From an optimization exercise on the open Yosys and OpenROAD flow, aimed at small area, a short achievable clock period and few clock cycles; shortcuts taken in it are not production practice.
RTL that was checked went through simulation tests only; none was proved equivalent to the original.
No activity file was given, so power comes from the tool's default toggle rates.

==> run M: inputs <==
==> flow/design.v (excerpt) <==
module calendar_clock_with_keypad_setup_unit (
   input  wire                                clock,
   input  wire                                reset,
   input  wire                                req_tvalid,
   output logic                               req_tready,
   input  wire  [ccks_pkg::REQ_DATA_W-1:0]    req_tdata,   
   input  wire                                req_tuser,   
   output logic                               rsp_tvalid,
   input  wire                                rsp_tready,
   output logic [ccks_pkg::RSP_DATA_W-1:0]    rsp_tdata
);
==> flow/config.mk <==
export PLATFORM = sky130hd
export DESIGN_NAME = calendar_clock_with_keypad_setup_unit
export DESIGN_NICKNAME = calendar_clock_with_keypad_setup_unit
export VERILOG_FILES = /design/flow/design.v
export SDC_FILE = /design/flow/constraint.sdc
export NUM_CORES = 4
export LEC_CHECK = 0
export ABC_AREA = 1
export CAP_MARGIN = 20
export CORE_MARGIN = 2
export CORE_UTILIZATION = 40
export CTS_BUF_LIST = sky130_fd_sc_hd__clkbuf_8
export CTS_CLUSTER_DIAMETER = 100
export CTS_CLUSTER_SIZE = 40
export SLEW_MARGIN = 20
==> flow/constraint.sdc <==
create_clock -name core_clock -period 14.0 [get_ports {clock}]
set_input_delay 2.8000 -clock core_clock [delete_from_list [all_inputs] [get_ports {clock}]]
set_output_delay 2.8000 -clock core_clock [all_outputs]
set_load 0.01 [all_outputs]
standard.sh (not shown) runs the stock make flow with config.mk's settings and CLKGATE_MAP_FILE= SYNTH_SCRIPT=/design/flow/synth_recipe.tcl, a recipe that flattens the netlist after the stock synthesis.
==> flow/flow/run.sh <==
#!/bin/bash
# The standard ORFS layout (the standard.sh) with three changes to how
# the layout is made:
#  - adders are left to ABC instead of being mapped to full- and half-adder
#    cells first (ADDER_MAP_FILE empty);
#  - ports are buffered with the smallest buffer cell;
#  - timing repair aims for 9.5 ns of setup slack at the 14 ns clock, so it
#    keeps working on paths the 14 ns constraint alone would leave as they are.
# Registers, their names and cell types are those of the standard synthesis.
# make's output goes to flow_make.log; each ORFS step keeps its own log under
# orfs/logs.
set -euo pipefail
bash standard.sh ADDER_MAP_FILE= \
  "BUFFER_PORTS_ARGS=-buffer_cell sky130_fd_sc_hd__buf_1" \
  SETUP_SLACK_MARGIN=9.5 finish > flow_make.log 2>&1
==> inputs of run A, as changes to run M <==
- CORE_UTILIZATION: 40 -> 50
==> inputs of run G, as changes to run M <==
--- a/flow/flow/run.sh
+++ b/flow/flow/run.sh
@@ -5,5 +5,5 @@
 #    cells first (ADDER_MAP_FILE empty);
 #  - ports are buffered with the smallest buffer cell;
-#  - timing repair aims for 9.5 ns of setup slack at the 14 ns clock, so it
+#  - timing repair aims for 9.6 ns of setup slack at the 14 ns clock, so it
 #    keeps working on paths the 14 ns constraint alone would leave as they are.
 # Registers, their names and cell types are those of the standard synthesis.
@@ -13,3 +13,3 @@
 bash standard.sh ADDER_MAP_FILE= \
   "BUFFER_PORTS_ARGS=-buffer_cell sky130_fd_sc_hd__buf_1" \
-  SETUP_SLACK_MARGIN=9.5 finish > flow_make.log 2>&1
+  SETUP_SLACK_MARGIN=9.6 finish > flow_make.log 2>&1
- CORE_UTILIZATION: 40 -> 50
==> comparison table <==
metric	run M	run A	run G
Number of search-and-repair iterations in the first detailed-routing pass	5	5	6
IR Drop Worst-Case VDD	59.7 µV	63.5 µV	58.4 µV
Fillcell total	1,748	1,352	1,286
Status	timing/DRC/antenna clean	timing/DRC/antenna clean	timing/DRC/antenna clean
Hold slack	0.490 ns	0.477 ns	0.490 ns
Cell with the largest stage delay on the worst path	sky130_fd_sc_hd__nor4_2	sky130_fd_sc_hd__nor2_1	sky130_fd_sc_hd__dfxtp_4
Internal Pwr Total	0.400 mW	0.421 mW	0.430 mW
Worst hold path endpoint	q1[0]	q1[4]	q1[0]
Arrival time of data at the critical path endpoint	4.52 ns	4.60 ns	4.56 ns
Static power due to leakage	3.35 nW	3.39 nW	3.47 nW
Number of non-filler instances in the completed layout	1,361	1,318	1,328
Post-layout min period	4.23 ns	4.32 ns	4.24 ns
P_sw	0.291 mW	0.287 mW	0.310 mW
Clock distribution power	0.180 mW	0.202 mW	0.191 mW
Register-to-Register Setup Slack	9.81 ns	9.83 ns	9.76 ns
Clock network share of area	2.57%	3.07%	2.72%
Global-route met3 utilization	3.78%	5.91%	5.77%
Initial core utilization	40.9%	51.3%	51.3%
Testbench counts of run M, summed over its fixed seeds: cycles 40,661.
Testbench counts of run A, summed over its fixed seeds: cycles 40,661.
Testbench counts of run G, summed over its fixed seeds: cycles 40,661.

========
==> inputs of branch onyx <==
calendar_clock_with_keypad_setup_unit, a different RTL version from the one above (not shown whole).
==> module calendar_clock_with_keypad_setup_unit, before the edit <==
module calendar_clock_with_keypad_setup_unit (
   input  wire                                clock,
   input  wire                                reset,
   input  wire                                req_tvalid,
   output logic                               req_tready,
   input  wire  [ccks_pkg::REQ_DATA_W-1:0]    req_tdata,   
   input  wire                                req_tuser,   
   output logic                               rsp_tvalid,
   input  wire                                rsp_tready,
   output logic [ccks_pkg::RSP_DATA_W-1:0]    rsp_tdata
);
   logic [13:0] y;
   logic [15:0] yd;
   logic [6:0] month;
   logic [7:0] day;
   logic [6:0] hour, minute, second;
   logic       row;
   logic [3:0] col;
   logic       running;
   logic       rsp_v;
   logic       q0_v, q1_v;
   logic [5:0] q0, q1;
   logic       out_free, fire, take, op;
   logic [4:0] key;
   logic [13:0] t_y, k_y;
   logic [15:0] t_yd, k_yd;
   logic [6:0] t_month, t_hour, t_minute, t_second;
   logic [7:0] t_day;
   logic [7:0] k_val;
   logic       w_year, w_month, w_day, w_hour, w_minute, w_second;
   logic [3:0] k_col;
   logic       k_row;
   logic       do_tick, do_key;
   ccks_tick u_tick (
      .y (y), .yd (yd), .month (month), .day (day),
      .hour (hour), .minute (minute), .second (second),
      .n_y (t_y), .n_yd (t_yd), .n_month (t_month), .n_day (t_day),
      .n_hour (t_hour), .n_minute (t_minute), .n_second (t_second)
   );
   ccks_key u_key (
      .y (y), .yd (yd), .month (month), .day (day),
      .hour (hour), .minute (minute), .second (second),
      .row (row), .col (col), .key (key),
      .n_y (k_y), .n_yd (k_yd), .val (k_val),
      .w_year (w_year), .w_month (w_month), .w_day (w_day),
      .w_hour (w_hour), .w_minute (w_minute), .w_second (w_second),
      .n_col (k_col), .n_row (k_row)
   );
   assign req_tready = !q1_v;
   assign take       = req_tvalid && !q1_v;
   assign out_free   = !rsp_v || rsp_tready;
   assign fire       = q0_v && out_free;
   assign op         = q0[5];
   assign key        = q0[4:0];
   assign do_tick    = fire && !op && running;
   assign do_key     = fire && op && !running;
   always_ff @(posedge clock) begin
      if (reset) begin
         rsp_v <= 1'b0;
         q0_v  <= 1'b0;
         q1_v  <= 1'b0;
      end else begin
         rsp_v <= fire || (rsp_v && !rsp_tready);
         q0_v  <= q1_v || take || (q0_v && !fire);
         q1_v  <= q0_v && !fire && (q1_v || take);
      end
      if (!q0_v || fire)
         q0 <= q1_v ? q1 : {req_tuser, req_tdata[4:0]};
      if (!q1_v)
         q1 <= {req_tuser, req_tdata[4:0]};
   end
   always_ff @(posedge clock) begin
      if (reset) begin
         y       <= 14'd2001;
         yd      <= 16'h2001;
         month   <= 7'd2;
         day     <= 8'd28;
         hour    <= 7'd23;
         minute  <= 7'd59;
         second  <= 7'd57;
         row     <= 1'b0;
         col     <= 4'd15;
         running <= 1'b0;
      end else begin
         if (do_tick) begin
            y      <= t_y;
            yd     <= t_yd;
            month  <= t_month;
            day    <= t_day;
            hour   <= t_hour;
            minute <= t_minute;
            second <= t_second;
         end
         if (do_key) begin
            if (w_year) begin
               y  <= k_y;
               yd <= k_yd;
            end
            if (w_month)  month  <= k_val[6:0];
            if (w_day)    day    <= k_val;
            if (w_hour)   hour   <= k_val[6:0];
            if (w_minute) minute <= k_val[6:0];
            if (w_second) second <= k_val[6:0];
            row <= k_row;
            col <= k_col;
         end
         if (fire && op && key == 5'd15) running <= 1'b1;
         if (fire && op && key == 5'd16) running <= 1'b0;
      end
   end
   assign rsp_tvalid = rsp_v;
   assign rsp_tdata  = {7'd0, running, col, row, second, minute, hour, day, 1'b0, month, y};
endmodule
export LEC_CHECK = 0
export ABC_AREA = 1
export CAP_MARGIN = 20
export CORE_MARGIN = 2
export CORE_UTILIZATION = 40
export SLEW_MARGIN = 20
create_clock -name core_clock -period 14.0 [get_ports {clock}]
==> flow/flow/run.sh <==
#!/bin/bash
# The standard ORFS layout (the standard.sh) with two changes to how the
# layout is made: adders are left to ABC instead of being mapped to full- and
# half-adder cells first, and ports are buffered with the smallest buffer
# cell. Registers, their names and cell types are those of the standard
# synthesis. make's output goes to flow_make.log; each ORFS step keeps its own
# log under orfs/logs.
set -euo pipefail
bash standard.sh ADDER_MAP_FILE= "BUFFER_PORTS_ARGS=-buffer_cell sky130_fd_sc_hd__buf_1" finish > flow_make.log 2>&1
==> branch willow: changes against branch onyx <==
==> flow/flow/run.sh (replaced) <==
#!/bin/bash
# The standard ORFS layout (the standard.sh) with two changes to how the
# layout is made: adders are left to ABC instead of being mapped to full- and
# half-adder cells first, and ports are buffered with the smallest buffer
# cell; timing repair aims for 9.5 ns of setup slack. Registers, their names and cell types are those of the standard
# synthesis. make's output goes to flow_make.log; each ORFS step keeps its own
# log under orfs/logs.
set -euo pipefail
bash standard.sh ADDER_MAP_FILE= "BUFFER_PORTS_ARGS=-buffer_cell sky130_fd_sc_hd__buf_1" SETUP_SLACK_MARGIN=9.5 finish > flow_make.log 2>&1
==> branch tundra: changes against branch onyx <==
--- a/flow/design.v
+++ b/flow/design.v
@@ -307,7 +307,8 @@
    logic       running;
    logic       rsp_v;
-   logic       q0_v, q1_v;
-   logic [5:0] q0, q1;
-   logic       out_free, fire, take, op;
+   logic       pend_v;
+   logic       pend_op;
+   logic [4:0] pend_key;
+   logic       out_free, go, op;
    logic [4:0] key;
    logic [13:0] t_y, k_y;
@@ -335,26 +336,23 @@
       .n_col (k_col), .n_row (k_row)
    );
-   assign req_tready = !q1_v;
-   assign take       = req_tvalid && !q1_v;
+   assign req_tready = !pend_v;
    assign out_free   = !rsp_v || rsp_tready;
-   assign fire       = q0_v && out_free;
-   assign op         = q0[5];
-   assign key        = q0[4:0];
-   assign do_tick    = fire && !op && running;
-   assign do_key     = fire && op && !running;
+   assign go         = (pend_v || req_tvalid) && out_free;
+   assign op         = pend_v ? pend_op : req_tuser;
+   assign key        = pend_v ? pend_key : req_tdata[4:0];
+   assign do_tick    = go && !op && running;
+   assign do_key     = go && op && !running;
    always_ff @(posedge clock) begin
       if (reset) begin
-         rsp_v <= 1'b0;
-         q0_v  <= 1'b0;
-         q1_v  <= 1'b0;
+         rsp_v  <= 1'b0;
+         pend_v <= 1'b0;
       end else begin
-         rsp_v <= fire || (rsp_v && !rsp_tready);
-         q0_v  <= q1_v || take || (q0_v && !fire);
-         q1_v  <= q0_v && !fire && (q1_v || take);
+         rsp_v  <= go || (rsp_v && !rsp_tready);
+         pend_v <= !go && (pend_v || req_tvalid);
+      end
+      if (!pend_v) begin
+         pend_op  <= req_tuser;
+         pend_key <= req_tdata[4:0];
       end
-      if (!q0_v || fire)
-         q0 <= q1_v ? q1 : {req_tuser, req_tdata[4:0]};
-      if (!q1_v)
-         q1 <= {req_tuser, req_tdata[4:0]};
    end
    always_ff @(posedge clock) begin
@@ -393,6 +391,6 @@
             col <= k_col;
          end
-         if (fire && op && key == 5'd15) running <= 1'b1;
-         if (fire && op && key == 5'd16) running <= 1'b0;
+         if (go && op && key == 5'd15) running <= 1'b1;
+         if (go && op && key == 5'd16) running <= 1'b0;
       end
    end
==> flow/flow/run.sh (replaced) <==
#!/bin/bash
# The standard ORFS layout (the standard.sh) with one change to how the
# netlist is made: adders are left to ABC instead of being mapped to full- and
# half-adder cells first. Registers, their names and cell types are those of
# the standard synthesis. make's output goes to flow_make.log; each ORFS step
# keeps its own log under orfs/logs.
set -euo pipefail
bash standard.sh ADDER_MAP_FILE= finish > flow_make.log 2>&1
==> comparison <==
- Die area is the same in branch onyx and branch willow.
- In branch tundra the setup slack is lower than in branch onyx, by 1.7 ns.
- Between branch tundra and branch onyx, the lower critical path depth is in branch onyx (gap 20).
- Clock-buffer cell count is the same in branch willow and branch onyx.
- Of branch onyx and branch willow, branch willow has the higher total power (gap about 1.6%, measured against branch willow).
- In branch tundra the flip-flop and latch count is lower than in branch willow, by 7.
No run of this note included a check of the RTL's function; only the layout flow was run.

[separate check: timing with driven ports]
No port has a modelled driver above. Below, the same layouts with a new extraction and two added sets of constraints. Step 1: set_driving_cell puts a clkbuf_16 on clock and a buf_2 on each other input, an assumption about the parent block. Step 2, shift: input delay + t, output delay - t, t = (earliest + latest rising clock arrival at the registers) / 2. This alone moves slack from input paths to output paths. Slacks: ideal / step 1 / step 2; pairs: ideal / step 1.
| run | shift t [ns] | setup WS [ns] | worst hold slack (ns) | worst slew at a driven data input, ns | pins driven straight from the clock port |
|---|---|---|---|---|---|
| run M | 0.418 | 9.766 / 9.779 / 9.360 | 0.490 / 0.490 / 0.490 | 0.03 | 1 |
| run A | 0.415 | 9.675 / 9.686 / 9.270 | 0.477 / 0.477 / 0.477 | 0.03 | 1 |
| run G | 0.423 | 9.761 / 9.761 / 9.359 | 0.490 / 0.490 / 0.490 | 0.03 | 1 |
| branch onyx | 0.402 | 8.729 / 8.754 / 8.352 | 0.450 / 0.450 / 0.450 | 0.03 | 1 |
| branch willow | 0.401 | 9.696 / 9.720 / 9.319 | 0.454 / 0.454 / 0.454 | 0.03 | 1 |
| branch tundra | 0.404 | 7.071 / 7.098 / 6.693 | 0.467 / 0.467 / 0.467 | 0.03 | 1 |
After both steps setup and hold are still met in every run listed. For run M, which loses most, drivers alone change the setup slack by +0.013 ns; drivers and shift together by -0.406 ns.
